From an optimization exercise on the open Yosys and OpenROAD flow, aimed at small area, a short achievable clock period and few clock cycles per item; shortcuts taken in it are not production practice.
Only simulation tests tie the RTL to the original design; equivalence was not proved.

==> design/flow/run.sh <==
#!/bin/bash
# synth_recipe.tcl (not shown) runs the flow's synth.tcl, then flattens the netlist and writes it again
# the make line also repeats each setting of config.mk as NAME=value (left out here)
make -C /OpenROAD-flow-scripts/flow DESIGN_CONFIG=/design/flow/config.mk WORK_HOME=/design/flow/orfs CLKGATE_MAP_FILE= SYNTH_SCRIPT=/design/flow/synth_recipe.tcl finish
==> design/flow/config.mk <==
export PLATFORM = sky130hd
export DESIGN_NAME = ds_twr_time_of_flight
export DESIGN_NICKNAME = ds_twr_time_of_flight
export VERILOG_FILES = /design/flow/design.v
export SDC_FILE = /design/flow/constraint.sdc
export NUM_CORES = 4
export LEC_CHECK = 0
export CAP_MARGIN = 20
export CORE_MARGIN = 2
export CORE_UTILIZATION = 40
export SLEW_MARGIN = 20
==> design/flow/constraint.sdc <==
create_clock -name core_clock -period 11.0 [get_ports {clk_i}]
set_input_delay 2.2000 -clock core_clock [delete_from_list [all_inputs] [get_ports {clk_i}]]
set_output_delay 2.2000 -clock core_clock [all_outputs]
set_load 0.01 [all_outputs]
==> design/flow/design.v <==
package dstwr_pkg;
  localparam logic [14:0] CmPerTickQ16 = 15'd30744;
  localparam logic [15:0] DistMax      = 16'hFFFF;
  localparam int QDepth   = 2;
  localparam int QPtrW    = (QDepth > 1) ? $clog2(QDepth) : 1;
  localparam int QCntW    = $clog2(QDepth + 1);
  localparam int DivSteps = 64;
  localparam int DivCntW  = $clog2(DivSteps);
  localparam int StampsW  = 192;
  localparam int ResultW  = 51;
  localparam int IvlW     = 163;
  localparam logic [6:0] S_IDLE = 7'b0000001;
  localparam logic [6:0] S_MULA = 7'b0000010;
  localparam logic [6:0] S_MULB = 7'b0000100;
  localparam logic [6:0] S_SUB  = 7'b0001000;
  localparam logic [6:0] S_DIV  = 7'b0010000;
  localparam logic [6:0] S_DIST = 7'b0100000;
  localparam logic [6:0] S_DONE = 7'b1000000;
endpackage
module dstwr_front (
  input  logic                          clk_i,
  input  logic                          rst_ni,
  input  logic                          in_valid_i,
  output logic                          in_ready_o,
  input  logic [dstwr_pkg::StampsW-1:0] in_data_i,
  output logic                          ivl_valid_o,
  input  logic                          ivl_ready_i,
  output logic [dstwr_pkg::IvlW-1:0]    ivl_o
);
  logic        valid_q;
  logic [dstwr_pkg::IvlW-1:0] ivl_q;
  logic [31:0] poll_sent_remote, reply_got_remote, final_sent_remote;
  logic [31:0] poll_got_local, reply_sent_local, final_got_local;
  logic [31:0] ra, rb, da, db;
  logic [33:0] sum;
  logic        zero;
  assign {poll_sent_remote, reply_got_remote, final_sent_remote,
          poll_got_local, reply_sent_local, final_got_local} = in_data_i;
  always_comb begin
    ra   = reply_got_remote - poll_sent_remote;
    rb   = final_got_local - reply_sent_local;
    da   = final_sent_remote - reply_got_remote;
    db   = reply_sent_local - poll_got_local;
    sum  = {2'b00, ra} + {2'b00, rb} + {2'b00, da} + {2'b00, db};
    zero = (sum == 34'd0);
  end
  assign in_ready_o  = !valid_q || ivl_ready_i;
  assign ivl_valid_o = valid_q;
  assign ivl_o       = ivl_q;
  always_ff @(posedge clk_i or negedge rst_ni) begin
    if (!rst_ni) begin
      valid_q <= 1'b0;
    end else if (in_ready_o) begin
      valid_q <= in_valid_i;
    end
  end
  always_ff @(posedge clk_i) begin
    if (in_valid_i && in_ready_o) begin
      ivl_q <= {ra, rb, da, db, sum, zero};
    end
  end
endmodule
module dstwr_queue (
  input  logic                       clk_i,
  input  logic                       rst_ni,
  input  logic                       push_valid_i,
  output logic                       push_ready_o,
  input  logic [dstwr_pkg::IvlW-1:0] push_data_i,
  output logic                       pop_valid_o,
  input  logic                       pop_ready_i,
  output logic [dstwr_pkg::IvlW-1:0] pop_data_o
);
  logic [dstwr_pkg::IvlW-1:0]  entry_q [dstwr_pkg::QDepth];
  logic [dstwr_pkg::QPtrW-1:0] wr_ptr_q;
  logic [dstwr_pkg::QPtrW-1:0] rd_ptr_q;
  logic [dstwr_pkg::QCntW-1:0] count_q;
  logic                        push;
  logic                        pop;
  assign push_ready_o = (count_q != dstwr_pkg::QCntW'(dstwr_pkg::QDepth));
  assign pop_valid_o  = (count_q != '0);
  assign pop_data_o   = entry_q[rd_ptr_q];
  assign push         = push_valid_i && push_ready_o;
  assign pop          = pop_valid_o && pop_ready_i;
  always_ff @(posedge clk_i or negedge rst_ni) begin
    if (!rst_ni) begin
      wr_ptr_q <= '0;
      rd_ptr_q <= '0;
      count_q  <= '0;
    end else begin
      if (push) begin
        wr_ptr_q <= (wr_ptr_q == dstwr_pkg::QPtrW'(dstwr_pkg::QDepth - 1)) ? '0 : wr_ptr_q + 1'b1;
      end
      if (pop) begin
        rd_ptr_q <= (rd_ptr_q == dstwr_pkg::QPtrW'(dstwr_pkg::QDepth - 1)) ? '0 : rd_ptr_q + 1'b1;
      end
      case ({push, pop})
        2'b10:   count_q <= count_q + 1'b1;
        2'b01:   count_q <= count_q - 1'b1;
        default: count_q <= count_q;
      endcase
    end
  end
  always_ff @(posedge clk_i) begin
    if (push) begin
      entry_q[wr_ptr_q] <= push_data_i;
    end
  end
endmodule
module dstwr_back (
  input  logic                          clk_i,
  input  logic                          rst_ni,
  input  logic                          ivl_valid_i,
  output logic                          ivl_ready_o,
  input  logic [dstwr_pkg::IvlW-1:0]    ivl_i,
  output logic                          out_valid_o,
  input  logic                          out_ready_i,
  output logic [dstwr_pkg::ResultW-1:0] out_data_o
);
  logic [6:0]         state_q, state_d;
  logic [31:0]        ra_q, rb_q, da_q, db_q;
  logic [33:0]        sum_q;
  logic [63:0]        p1_q, p2_q;
  logic [63:0]        quo_q;
  logic [33:0]        rem_q;
  logic               neg_q;
  logic               zero_q;
  logic [dstwr_pkg::DivCntW-1:0] cnt_q;
  logic [46:0]        prod_q;
  logic               out_valid_q;
  logic [dstwr_pkg::ResultW-1:0] out_q;
  logic [31:0]        in_ra, in_rb, in_da, in_db;
  logic [33:0]        in_sum;
  logic               in_zero;
  logic [31:0]        mul_a, mul_b;
  logic [63:0]        mul_p;
  logic [34:0]        rem_sh;
  logic [35:0]        diff;
  logic               fits;
  logic               slot_free;
  logic [32:0]        mag33;
  logic [32:0]        res_flight_ticks;
  logic [15:0]        res_distance_cm;
  logic               res_clipped;
  assign {in_ra, in_rb, in_da, in_db, in_sum, in_zero} = ivl_i;
  assign mul_a = (state_q == dstwr_pkg::S_MULA) ? ra_q : da_q;
  assign mul_b = (state_q == dstwr_pkg::S_MULA) ? rb_q : db_q;
  assign mul_p = 64'(mul_a) * 64'(mul_b);
  assign rem_sh = {rem_q, quo_q[63]};
  assign diff   = {1'b0, rem_sh} - {2'b00, sum_q};
  assign fits   = !diff[35];
  assign slot_free   = !out_valid_q || out_ready_i;
  assign ivl_ready_o = (state_q == dstwr_pkg::S_IDLE);
  always_comb begin
    mag33            = {1'b0, quo_q[31:0]};
    res_flight_ticks = neg_q ? (~mag33 + 33'd1) : mag33;
    res_clipped      = (prod_q[46:32] != '0);
    res_distance_cm  = res_clipped ? dstwr_pkg::DistMax : prod_q[31:16];
  end
  always_comb begin
    state_d = state_q;
    case (state_q)
      dstwr_pkg::S_IDLE: if (ivl_valid_i) state_d = in_zero ? dstwr_pkg::S_DIST : dstwr_pkg::S_MULA;
      dstwr_pkg::S_MULA: state_d = dstwr_pkg::S_MULB;
      dstwr_pkg::S_MULB: state_d = dstwr_pkg::S_SUB;
      dstwr_pkg::S_SUB:  state_d = dstwr_pkg::S_DIV;
      dstwr_pkg::S_DIV:  if (cnt_q == dstwr_pkg::DivCntW'(dstwr_pkg::DivSteps - 1)) state_d = dstwr_pkg::S_DIST;
      dstwr_pkg::S_DIST: state_d = dstwr_pkg::S_DONE;
      dstwr_pkg::S_DONE: if (slot_free) state_d = dstwr_pkg::S_IDLE;
      default: state_d = dstwr_pkg::S_IDLE;
    endcase
  end
  always_ff @(posedge clk_i or negedge rst_ni) begin
    if (!rst_ni) begin
      state_q     <= dstwr_pkg::S_IDLE;
      out_valid_q <= 1'b0;
      cnt_q       <= '0;
    end else begin
      state_q <= state_d;
      if (state_q == dstwr_pkg::S_SUB) begin
        cnt_q <= '0;
      end else if (state_q == dstwr_pkg::S_DIV) begin
        cnt_q <= cnt_q + 1'b1;
      end
      if (state_q == dstwr_pkg::S_DONE && slot_free) begin
        out_valid_q <= 1'b1;
      end else if (out_ready_i) begin
        out_valid_q <= 1'b0;
      end
    end
  end
  always_ff @(posedge clk_i) begin
    case (state_q)
      dstwr_pkg::S_IDLE: begin
        ra_q   <= in_ra;
        rb_q   <= in_rb;
        da_q   <= in_da;
        db_q   <= in_db;
        sum_q  <= in_sum;
        zero_q <= in_zero;
        neg_q  <= 1'b0;
        quo_q  <= '0;
      end
      dstwr_pkg::S_MULA: p1_q <= mul_p;
      dstwr_pkg::S_MULB: p2_q <= mul_p;
      dstwr_pkg::S_SUB: begin
        rem_q <= '0;
        if (p1_q >= p2_q) begin
          quo_q <= p1_q - p2_q;
          neg_q <= 1'b0;
        end else begin
          quo_q <= p2_q - p1_q;
          neg_q <= 1'b1;
        end
      end
      dstwr_pkg::S_DIV: begin
        rem_q <= fits ? diff[33:0] : rem_sh[33:0];
        quo_q <= {quo_q[62:0], fits};
      end
      dstwr_pkg::S_DIST: prod_q <= 47'(quo_q[31:0]) * 47'(dstwr_pkg::CmPerTickQ16);
      dstwr_pkg::S_DONE: if (slot_free) out_q <= {res_flight_ticks, res_distance_cm, res_clipped, zero_q};
      default: ;
    endcase
  end
  assign out_valid_o = out_valid_q;
  assign out_data_o  = out_q;
endmodule
module ds_twr_time_of_flight (
  input  logic         clk_i,
  input  logic         rst_ni,
  input  logic         in_valid_i,
  output logic         in_ready_o,
  input  logic [191:0] in_data_i,
  output logic         out_valid_o,
  input  logic         out_ready_i,
  output logic [50:0]  out_data_o
);
  logic fr_valid, fr_ready;
  logic [dstwr_pkg::IvlW-1:0] fr_ivl;
  logic bk_valid, bk_ready;
  logic [dstwr_pkg::IvlW-1:0] bk_ivl;
  dstwr_front u_front (
    .clk_i       (clk_i),
    .rst_ni      (rst_ni),
    .in_valid_i  (in_valid_i),
    .in_ready_o  (in_ready_o),
    .in_data_i   (in_data_i),
    .ivl_valid_o (fr_valid),
    .ivl_ready_i (fr_ready),
    .ivl_o       (fr_ivl)
  );
  dstwr_queue u_queue (
    .clk_i        (clk_i),
    .rst_ni       (rst_ni),
    .push_valid_i (fr_valid),
    .push_ready_o (fr_ready),
    .push_data_i  (fr_ivl),
    .pop_valid_o  (bk_valid),
    .pop_ready_i  (bk_ready),
    .pop_data_o   (bk_ivl)
  );
  dstwr_back u_back (
    .clk_i       (clk_i),
    .rst_ni      (rst_ni),
    .ivl_valid_i (bk_valid),
    .ivl_ready_o (bk_ready),
    .ivl_i       (bk_ivl),
    .out_valid_o (out_valid_o),
    .out_ready_i (out_ready_i),
    .out_data_o  (out_data_o)
  );
endmodule
==> run notes <==
-- Yosys cell counts, types with 10 or more instances --
cell | number | area share, %
or2_2 | 32 | 0.22
a31oi_1 | 38 | 0.26
nand2b_1 | 58 | 0.40
o21ai_0 | 259 | 1.4
a21o_1 | 227 | 1.9
nor3_1 | 56 | 0.31
a311oi_1 | 10 | 0.096
nor2b_1 | 55 | 0.38
inv_1 | 1366 | 5.6
o21bai_1 | 79 | 0.65
fa_1 | 1044 | 23
nand2_1 | 934 | 3.8
and2_1 | 22 | 0.15
nor4_1 | 11 | 0.076
mux2i_1 | 78 | 0.86
nor2_1 | 830 | 3.4
a21boi_0 | 11 | 0.091
a211o_1 | 12 | 0.12
nand3_1 | 79 | 0.43
o22ai_1 | 36 | 0.25
xor2_1 | 128 | 1.2
o31ai_1 | 22 | 0.18
mux2_2 | 166 | 2.1
dfrtp_1 | 18 | 0.49
a21oi_1 | 472 | 2.6
and3_1 | 41 | 0.28
or3_1 | 20 | 0.14
edfxtp_1 | 961 | 32
a221oi_1 | 14 | 0.13
a221o_1 | 13 | 0.14
o21a_1 | 56 | 0.46
nand3b_1 | 11 | 0.091
o21ai_1 | 20 | 0.11
xnor2_1 | 255 | 2.5
o211ai_1 | 22 | 0.18
clkbuf_1 | 295 | 1.2
a211oi_1 | 38 | 0.31
nand4_1 | 60 | 0.41
ha_1 | 807 | 11
-- state kept, by name, summed over array words and instances (netlist names), 31 cells and up --
name and flops:
u_back.sum_q 34, u_back.da_q 32, u_back.db_q 32, u_back.quo_q 64
u_back.prod_q 31, u_back.ra_q 32, u_back.rem_q 34, u_back.rb_q 32
u_back.p2_q 64, u_front.ivl_q 163, u_queue.entry_q 326, u_back.p1_q 64
u_back.out_q 51
-- cell type report --
cell class,count,area [um^2]
Fill cell,21300,125000
Multi-Input combinational cell,6145,55800
Sequential cell,980,29300
Inverter,1366,5140
Timing Repair Buffer,409,3770
Tap cell,3009,3760
Clock buffer,124,2760
Clock inverter,76,872
Antenna cell,7,17.5
-- worst max-delay path: cells and delay by family (launching register included) --
family / cells / cell delay [ps]
buffers and inverters: 6 / 770
muxes: 1 / 960
and+or+nand+nor: 6 / 1450
DFF: 1 / 420
adders and majority gates: 9 / 4320
xor gates and xnor gates: 1 / 100
AOI/OAI and AO/OA: 8 / 1890
-- through the flow --
step                      cells  worst slack [ps]  utilization (%)  cell area [um^2]
after global placement    11900               462             43.1             97700
after detailed placement  11900               495             43.1             97700
after CTS                 12100               590             44.7            101000
after global routing      12100               144             44.7            101000
final                     12100               704             44.7            101000
after floorplan            8796              37.6                -             91100
-- worst paths after layout --
path,startpoint,end,slack (ps),cells after the start
min in group asynchronous,rst_ni,u_queue.count_q[1],1910,1
worst min register to register,u_front.ivl_q[12],u_queue.entry_q[1][12],420,0
worst max-delay path,u_back.state_q[6],u_back.p1_q[63],700,31
worst max register to register,u_back.state_q[6],u_back.p1_q[63],700,31
max in group asynchronous,rst_ni,u_queue.rd_ptr_q,8490,1
worst min-delay path,u_front.ivl_q[12],u_queue.entry_q[1][12],420,0
-- per-layer routing --
layer	vias to the layer above	global-route usage, %	wire length, um
met5	-	0	0
met4	0	8.08	9560
met3	392	3.70	17600
met2	2204	36.5	120000
met1	32100	31.2	116000
li1	29600	-	-
-- cells by family (layout without fill, tap and decap cells) --
logic type,Yosys count,in the layout,share of synthesized area (%)
AOI/OAI and AO/OA,1422,1422,9.80
xor gates and xnor gates,383,383,3.68
adders and majority gates,1851,1851,34.0
buffers and inverters,1671,1975,6.89
DFF,980,980,32.2
muxes,244,244,2.91
other,0,7,0
and+or+nand+nor,2245,2245,10.5
-- what timing repair did --
action,4_1_cts,5_1_grt
setup endpoints to repair,0,2
hold buffers,0,0
setup buffers,0,0
hold endpoints to repair,0,0
resized for setup,0,2
==> results_dict.tcl <==
set metrics [dict create \
    run_status "timing/DRC/antenna clean" \
    clock_tree.htree_level_count 3 \
    total_half_perimeter_wirelength_after_legalization_and_detailed_placement_um 212000 \
    cp_data_arrival_time_ps 10740 \
    synth.ff_latch_count 980 \
    grt_antenna_before_repair 4 \
    worst-path-max-fanout 32 \
    max_cap_viol_count 0 \
    most_frequent_standard_cell_in_the_layout_excluding_fill_and_tap_cells "inv_1" \
    detail-route-antenna-nets 0 \
    initial_core_util_pct 40.2 \
    hold_violations 0 \
    path_common_cell "fa_1" \
    tns_setup_ps 0 \
    criticalPathCategory "reg -> reg" \
    first_global_vias 67100 \
    synth.yosys.seq_area_share_pct 32.2 \
    die-height_um 481 \
    die-width_um 481 \
    grt_start_max_net_pins 141 \
    startpoint_type "flop" \
    dr.pass1.iters 5 \
    die_area_mm2 0.232 \
    yosysWarnings 3 \
    hold-worst-slack_ps 419 \
    vias 64300 \
    floorplan.io_pins 249 \
    clk-insertion-delay-late_ps 790 \
    grt.total_usage_pct 22.7 \
    syn_avg_cell_area_um2 10.4 \
    drt_first_iter_violations 5470 \
    setup_viol_count_final 0 \
    fmax_mhz 97.1 \
    cts_tree "done" \
    numCtsBuffers 108 \
    global_route.overflow_total 0 \
    areaGrowthSynthToFinish_pct 11.3 \
    actual_transition_at_the_worst_max_transition_pin_ps 1110 \
    drive_gt1_share_pct 6.64 \
    route.detailed.wl_per_inst_um 21.7 \
    finalCriticalPeriod_ps 10300 \
    synth-async-reset-ratio_pct 1.94 \
    nets_finish 11100 \
    clock_tree.buffer_depth 3 \
    max_stage_delay_ps 960 \
    finalClockSkew_ps 97.8 \
    post_synth_inst_count 8796 \
    synth.lib_cells_used.distinct 87 \
    hp-class "reg -> reg" \
    clock-root-buffer "clkbuf_16" \
    finalMaxSlewViolations 0 \
    grt_setup_unrepaired "no" \
    std_cell_rows 175 \
    critPathSlowestCell "mux2i_2" \
    layout_common_cells "1,364 x inv_1, 1,044 x fa_1, 961 x edfxtp_1" \
    number_of_enable_flip_flop_cells_after_synthesis 961 \
    grt_first_pass_wirelength_um 404000 \
    critical_path.endpoint_type "flop" \
    synth_flop_cell "edfxtp_1" \
    route.final.wire_length_um 262000 \
    via_per_inst 5.31 \
    gpl.final_weighted_congestion 0.957 \
    core_region_area_mm2 0.227 \
    post_synth_instance_area_mm2 0.0911 \
    place.port_buffers 248 \
    crit_required_ps 11450 \
    clk_pin_slew_ps 60 \
    fin_crit_sh_pct 93.6 \
    drc_violations_left 0 \
    tritoncts_num_sinks 980 \
    synthesized_netlist_net_count 10800 \
    slew_headroom_pct 24.3 \
]
Testbench counts, summed over its fixed seeds: cycles 109,478, items 1,600.

port drivers added, routing unchanged:
No port has a modelled driver above. Below, the same layout with a new extraction and two added sets of constraints.
Step 1, drivers: a clkbuf_16 drives clk_i and a buf_2 each remaining input, both assumed.
Step 2 moves the port delays by t, midway between the first and last clock arrival at a register: inputs arrive t later, outputs are due t later. That takes back most of the time a late clock gives input paths.
Slacks: no drivers / after step 1 / after step 2; pairs: no drivers / after step 1.
shift t [ns]: 0.838
setup slack, ns: 0.704 / 0.704 / 0.505
hold slack, ns: 0.419 / 0.419 / 0.419
latest minus earliest clock arrival (ns): 0.100 / 0.100
worst slew at a driven data input, ns: 0.11
After both steps setup and hold are still met in this run. The setup slack of this run moves by 0.000 ns with the drivers and by -0.199 ns with both steps.
